From an optimization exercise on the open Yosys and OpenROAD flow, aimed at small area; shortcuts taken in it are not production practice. RTL that was checked went through simulation tests only; none was proved equivalent to the original. No driver is modelled on the clock port, so clocking that relies on it looks cheaper here than on a real chip. Power is estimated from default activity; no workload was simulated.

== v57 ==
==> flow/design.v (excerpt) <==
module payload_capture #(
  parameter int DATA_W     = 16,
  parameter int FIFO_DEPTH = 64,
  parameter int ADDR_W     = 6,
  parameter int MAX_LEN    = 1024
) (
  input  logic              Clk,
  input  logic              rst,
  input  logic              valid_i,
  input  logic [DATA_W-1:0] r_i,
  input  logic [DATA_W-1:0] i_i,
  input  logic              detect_i,
  input  logic [15:0]       payload_length_i,
  output logic              out_valid_o,
  input  logic              out_ready_i,
  output logic [DATA_W-1:0] out_r_o,
  output logic [DATA_W-1:0] out_i_o,
  output logic              out_last_o,
  output logic              busy_o,
  output logic              done_o,
  output logic              len_err_o,
  output logic              overflow_o
);
Size in the first run: ~6900 cells after synthesis, about 91 I/O pins.
clock: 8.0 ns
lec_check: 0
cap_margin: 20
core_margin: 2
core_utilization: 40
cts_buf_list: sky130_fd_sc_hd__clkbuf_16
cts_cluster_diameter: 80
cts_cluster_size: 24
slew_margin: 20
synth_hierarchical: 1
standard.sh (not shown) runs the stock make flow with config.mk's settings and CLKGATE_MAP_FILE= SYNTH_SCRIPT=/design/flow/synth_recipe.tcl, a recipe that flattens the netlist after the stock synthesis.
==> flow/flow/run.sh <==
#!/bin/bash
# Standard ORFS layout (the standard.sh, unchanged synthesis) with a leaner
# clock tree (no dummy loads, clkbuf_8 leaves), buf_2 port buffers and a 70%
# floorplan utilization. The tools' full output goes to standard.log here.
set -uo pipefail
export CTS_ARGS="-sink_clustering_enable -repair_clock_nets -dont_use_dummy_load -sink_clustering_size 16 -sink_clustering_max_diameter 60 -buf_list sky130_fd_sc_hd__clkbuf_8"
export BUFFER_PORTS_ARGS="-buffer_cell sky130_fd_sc_hd__buf_2"
bash standard.sh CORE_UTILIZATION=70 SLEW_MARGIN=20 CAP_MARGIN=25 finish > standard.log 2>&1
Changes in v3 relative to v57:
diff --git a/flow/flow/run.sh b/flow/flow/run.sh
--- a/flow/flow/run.sh
+++ b/flow/flow/run.sh
@@ -4 +4,3 @@
-# floorplan utilization. The tools' full output goes to standard.log here.
+# floorplan utilization. Routing-stage repair aims further below the
+# capacitance limits than placement-stage repair does.
+# The tools' full output goes to standard_place.log and standard_route.log here.
@@ -8 +10,2 @@
-bash standard.sh CORE_UTILIZATION=70 SLEW_MARGIN=20 CAP_MARGIN=25 finish > standard.log 2>&1
+bash standard.sh CORE_UTILIZATION=70 SLEW_MARGIN=20 CAP_MARGIN=20 cts > standard_place.log 2>&1
+bash standard.sh CORE_UTILIZATION=70 SLEW_MARGIN=20 CAP_MARGIN=35 finish > standard_route.log 2>&1
Findings:
In the reports for v3 and v57, the smaller ratio of routed vias to standard cells belongs to v3.
v3 -> v57: number of cells produced by synthesis delta 0, exact match
The run showing the smaller maximum clock rate is v57.
On number of cells after detailed placement, v3 and v57 are basically level.
From v57 to v3 the numbers moved as follows: part of the power in combinational logic shows an increase of 0.2 points, number of buffers other than clock buffers in the final layout increased by 51 relative to the old numbers, area of the core comparable.
Between v3 and v57, the register fraction of the total cell area is higher for v57.
Relative to v3, the following input files were edited for v7:
==> flow/flow/run.sh <==
#!/bin/bash
# Standard ORFS layout (the standard.sh, unchanged synthesis) with a leaner
# clock tree (no dummy loads, clkbuf_8 leaves), buf_2 port buffers and a 70%
# floorplan utilization. The tools' full output goes to standard.log here.
set -uo pipefail
export CTS_ARGS="-sink_clustering_enable -repair_clock_nets -dont_use_dummy_load -sink_clustering_size 16 -sink_clustering_max_diameter 60 -buf_list sky130_fd_sc_hd__clkbuf_8"
export BUFFER_PORTS_ARGS="-buffer_cell sky130_fd_sc_hd__buf_2"
bash standard.sh CORE_UTILIZATION=70 SLEW_MARGIN=20 CAP_MARGIN=40 finish > standard.log 2>&1
==> notes.md <==
Comparing v7 with v3, the overall power came out essentially unchanged.
There was hardly any difference in clock network fraction of design power between v7 and v3.
Lower utilization was reported by v3, not v7.
| met2 track demand over resource | v7 vs v3 | 0.16 points higher |
v7 vs. v3: non-clock buffer area fraction after layout rose 0.72 points; standby leakage power picked up an extra 0.94%; sequential share of layout area lost 0.36 points; minimum period implied by the final worst setup slack lost 0.17 ns; final worst slack picked up an extra 0.17 ns.
v7 vs. v3: fraction of final layout cells with drive strength greater than 1 went up by 0.54 points.
The worst hold margin of v3 and that of v7 are within noise of each other.

* * *

The RTL this note starts from:
==> flow/design.v <==
module payload_capture #(
  parameter int DATA_W     = 16,
  parameter int FIFO_DEPTH = 64,
  parameter int ADDR_W     = 6,
  parameter int MAX_LEN    = 1024
) (
  input  logic              Clk,
  input  logic              rst,
  input  logic              valid_i,
  input  logic [DATA_W-1:0] r_i,
  input  logic [DATA_W-1:0] i_i,
  input  logic              detect_i,
  input  logic [15:0]       payload_length_i,
  output logic              out_valid_o,
  input  logic              out_ready_i,
  output logic [DATA_W-1:0] out_r_o,
  output logic [DATA_W-1:0] out_i_o,
  output logic              out_last_o,
  output logic              busy_o,
  output logic              done_o,
  output logic              len_err_o,
  output logic              overflow_o
);
  localparam int ENTRY_W = 2 * DATA_W + 1;
  localparam int CNT_W   = $clog2(MAX_LEN + 1);
  logic             busy;
  logic             done;
  logic [CNT_W-1:0] remaining;
  logic             len_err;
  logic             overflow;
  logic [ADDR_W:0]  wr_ptr;
  logic             rd_wrap;
  logic             ptr_eq;
  logic             fifo_empty;
  logic             fifo_full;
  logic             push_req;
  logic             push;
  logic             pop;
  logic             len_ok;
  logic             entry_last;
  logic [ENTRY_W-1:0] mem [FIFO_DEPTH];
  logic [ENTRY_W-1:0] head;
  assign len_ok = !payload_length_i[15] && (payload_length_i != 16'd0) &&
                  (payload_length_i[14:10] == 5'd0 || payload_length_i[14:0] == 15'd1024);
  assign ptr_eq     = !rd_lo_n[wr_ptr[2:0]] && !rd_hi_n[wr_ptr[5:3]];
  assign fifo_empty = ptr_eq && (wr_ptr[ADDR_W] == rd_wrap);
  assign fifo_full  = ptr_eq && (wr_ptr[ADDR_W] != rd_wrap);
  assign push_req   = busy && valid_i;
  assign pop        = !fifo_empty && out_ready_i;
  assign push       = push_req && (!fifo_full || pop);
  assign entry_last = (remaining == CNT_W'(1));
  always_ff @(posedge Clk or negedge rst) begin
    if (!rst) begin
      busy      <= 1'b0;
      done      <= 1'b0;
      remaining <= '0;
      len_err   <= 1'b0;
      overflow  <= 1'b0;
    end else begin
      done <= busy && valid_i && entry_last;
      if (!busy && !done && detect_i) begin
        len_err  <= !len_ok;
        overflow <= 1'b0;
        if (len_ok) begin
          busy      <= 1'b1;
          remaining <= payload_length_i[CNT_W-1:0];
        end
      end else if (busy && valid_i) begin
        remaining <= remaining - CNT_W'(1);
        if (entry_last) busy <= 1'b0;
        if (fifo_full && !pop) overflow <= 1'b1;
      end
    end
  end
  always_ff @(posedge Clk or negedge rst) begin
    if (!rst) begin
      wr_ptr <= '0;
    end else if (push) begin
      wr_ptr <= wr_ptr + 1'b1;
    end
  end
  always_ff @(posedge Clk) begin
    if (push) mem[wr_ptr[ADDR_W-1:0]] <= ~{entry_last, r_i, i_i};
  end
  logic [7:0] rd_lo_n;
  logic [7:0] rd_hi_n;
  always_ff @(posedge Clk or negedge rst) begin
    if (!rst) begin
      rd_lo_n <= 8'hFE;
      rd_hi_n <= 8'hFE;
      rd_wrap <= 1'b0;
    end else if (pop) begin
      rd_lo_n <= {rd_lo_n[6:0], rd_lo_n[7]};
      if (!rd_lo_n[7]) begin
        rd_hi_n <= {rd_hi_n[6:0], rd_hi_n[7]};
        if (!rd_hi_n[7]) rd_wrap <= !rd_wrap;
      end
    end
  end
  logic [ENTRY_W-1:0] grp_n [8];
  logic [ENTRY_W-1:0] head_n;
  always_comb begin
    for (int j = 0; j < 8; j++) begin
      grp_n[j] = '1;
      for (int i = 0; i < 8; i++) begin
        grp_n[j] = grp_n[j] & (mem[8*j+i] | {ENTRY_W{rd_lo_n[i]}});
      end
    end
    head_n = '1;
    for (int j = 0; j < 8; j++) begin
      head_n = head_n & (grp_n[j] | {ENTRY_W{rd_hi_n[j]}});
    end
    head = ~head_n;
  end
  assign out_valid_o = !fifo_empty;
  assign out_last_o  = head[ENTRY_W-1];
  assign out_r_o     = head[2*DATA_W-1:DATA_W];
  assign out_i_o     = head[DATA_W-1:0];
  assign busy_o     = busy;
  assign done_o     = done;
  assign len_err_o  = len_err;
  assign overflow_o = overflow;
endmodule
==> flow/config.mk <==
export PLATFORM = sky130hd
export DESIGN_NAME = payload_capture
export DESIGN_NICKNAME = payload_capture
export VERILOG_FILES = /design/flow/design.v
export SDC_FILE = /design/flow/constraint.sdc
export NUM_CORES = 4
export LEC_CHECK = 0
export CAP_MARGIN = 20
export CORE_MARGIN = 2
export CORE_UTILIZATION = 40
export CTS_BUF_LIST = sky130_fd_sc_hd__clkbuf_16
export CTS_CLUSTER_DIAMETER = 80
export CTS_CLUSTER_SIZE = 24
export SLEW_MARGIN = 20
==> flow/constraint.sdc <==
create_clock -name core_clock -period 8.0 [get_ports {Clk}]
set_input_delay 1.6000 -clock core_clock [delete_from_list [all_inputs] [get_ports {Clk}]]
set_output_delay 1.6000 -clock core_clock [all_outputs]
set_load 0.01 [all_outputs]
==> flow/flow/run.sh <==
#!/bin/bash
# Standard ORFS layout with a leaner clock tree (no dummy loads), smaller
# port buffers, a denser floorplan and wirelength-driven global placement.
# Every tool's output goes to a log here.
set -uo pipefail
export CTS_ARGS="-sink_clustering_enable -repair_clock_nets -dont_use_dummy_load -sink_clustering_size 28 -sink_clustering_max_diameter 100 -buf_list sky130_fd_sc_hd__clkbuf_16"
export BUFFER_PORTS_ARGS="-buffer_cell sky130_fd_sc_hd__buf_2"
export PRE_GLOBAL_PLACE_TCL="$PWD/flow/pre_gpl.tcl"
bash standard.sh CORE_UTILIZATION=75 SLEW_MARGIN=10 CAP_MARGIN=10 GPL_TIMING_DRIVEN=0 finish > standard.log 2>&1
==> flow/flow/pre_gpl.tcl <==
# Without timing-driven placement ORFS keeps synthesis buffers; drop them here.
remove_buffers
==> next run, changes <==
==> flow/flow/run.sh (replaced) <==
#!/bin/bash
# Standard ORFS layout with a leaner clock tree (no dummy loads), smaller
# port buffers, a denser floorplan.
# Every tool's output goes to a log here.
set -uo pipefail
export CTS_ARGS="-sink_clustering_enable -repair_clock_nets -dont_use_dummy_load -sink_clustering_size 30 -sink_clustering_max_diameter 100 -buf_list sky130_fd_sc_hd__clkbuf_16"
export BUFFER_PORTS_ARGS="-buffer_cell sky130_fd_sc_hd__buf_2"
bash standard.sh CORE_UTILIZATION=80 SLEW_MARGIN=10 CAP_MARGIN=10 finish > standard.log 2>&1
removed: flow/flow/pre_gpl.tcl
- clock skew shrinks by 24 ps
- clock power is lower by about 2%
- routed wire length stays flat
- setup slack improved by 110 ps
==> next run, changes <==
==> flow/flow/run.sh (replaced) <==
#!/bin/bash
# Standard ORFS layout with a leaner clock tree (no dummy loads), smaller
# port buffers, a denser floorplan and post-CTS downsizing of cells with slack.
# Every tool's output goes to a log here.
set -uo pipefail
export CTS_ARGS="-sink_clustering_enable -repair_clock_nets -dont_use_dummy_load -sink_clustering_size 28 -sink_clustering_max_diameter 100 -buf_list sky130_fd_sc_hd__clkbuf_16"
export BUFFER_PORTS_ARGS="-buffer_cell sky130_fd_sc_hd__buf_2"
export POST_CTS_TCL="$PWD/flow/post_cts.tcl"
bash standard.sh CORE_UTILIZATION=60 SLEW_MARGIN=10 CAP_MARGIN=10 finish > standard.log 2>&1
==> flow/flow/post_cts.tcl (new file) <==
# Downsize cells that have timing slack to spare, then re-legalize.
estimate_parasitics -placement
repair_timing -recover_power 100 -setup_margin 0.3 -verbose
detailed_placement
check_placement -verbose
The changed run completed without violations.
Total power rose by about 1.3%.
Critical path depth rose by 1.
Synthesized cell count is unchanged.
Routed wire length rose by about 4%.
Final cell count rose by 9.6%.
Cell area rose by about 2.2%.
Maximum frequency fell by about 10%.
==> next run, changes <==
==> flow/flow/run.sh (replaced) <==
#!/bin/bash
# Standard ORFS layout with a leaner clock tree (no dummy loads), smaller
# port buffers, a denser floorplan.
# Every tool's output goes to a log here.
set -uo pipefail
export CTS_ARGS="-sink_clustering_enable -repair_clock_nets -dont_use_dummy_load -sink_clustering_size 28 -sink_clustering_max_diameter 100 -buf_list sky130_fd_sc_hd__clkbuf_16"
export BUFFER_PORTS_ARGS="-buffer_cell sky130_fd_sc_hd__buf_2"
bash standard.sh CORE_UTILIZATION=70 SLEW_MARGIN=10 CAP_MARGIN=10 finish > standard.log 2>&1
removed: flow/flow/post_cts.tcl
Result: The changed run ran to the end with no violations. Via count climbs by 1.1%. Flip-flop and latch count does not change. Synthesized area stays the same. Wire length is lower by 3.6%. Total power shrinks by 0.51%. Worst setup slack improved by 950 ps. Die area fell by 14%.
No run of this note included a check of the RTL's function; only the layout flow was run.

-- separate check: timing with driven ports --
The results above use ideal ports. As a check the final layouts listed here were re-extracted and re-timed, cells and wires unchanged.
Step 1 (the two cells are an assumption about what drives the block):
set clk [get_ports {Clk}]
set_driving_cell -lib_cell sky130_fd_sc_hd__clkbuf_16 $clk
set_driving_cell -lib_cell sky130_fd_sc_hd__buf_2 [delete_from_list [all_inputs] $clk]
Step 2 times the ports against the registers' clock, not the clock port: input delays grow and output delays shrink by t, the midpoint of the rising clock arrivals with the driver on.
a / b / c = ideal / step 1 / step 2; a / b = the first two.
run | t, ns | slack for setup (ns) | hold WS [ns] | cell pins on the clock port's net
v57 | 0.961 | 0.945 / 0.863 / 1.824 | 0.491 / 0.491 / 0.491 | 1
v3 | 0.963 | 1.094 / 1.015 / 1.978 | 0.493 / 0.493 / 0.493 | 1
v7 | 0.974 | 1.264 / 1.184 / 2.158 | 0.493 / 0.493 / 0.493 | 1
the first run of note 2 | 0.770 | 1.507 / 1.434 / 2.204 | 0.505 / 0.505 / 0.505 | 1
the second run of note 2 | 0.768 | 1.618 / 1.538 / 2.305 | 0.501 / 0.501 / 0.501 | 1
the third run of note 2 | 0.778 | 0.884 / 0.802 / 1.580 | 0.493 / 0.493 / 0.493 | 1
the fourth run of note 2 | 0.794 | 1.835 / 1.749 / 2.472 | 0.503 / 0.503 / 0.503 | 1
After both steps every run listed still meets setup and hold.
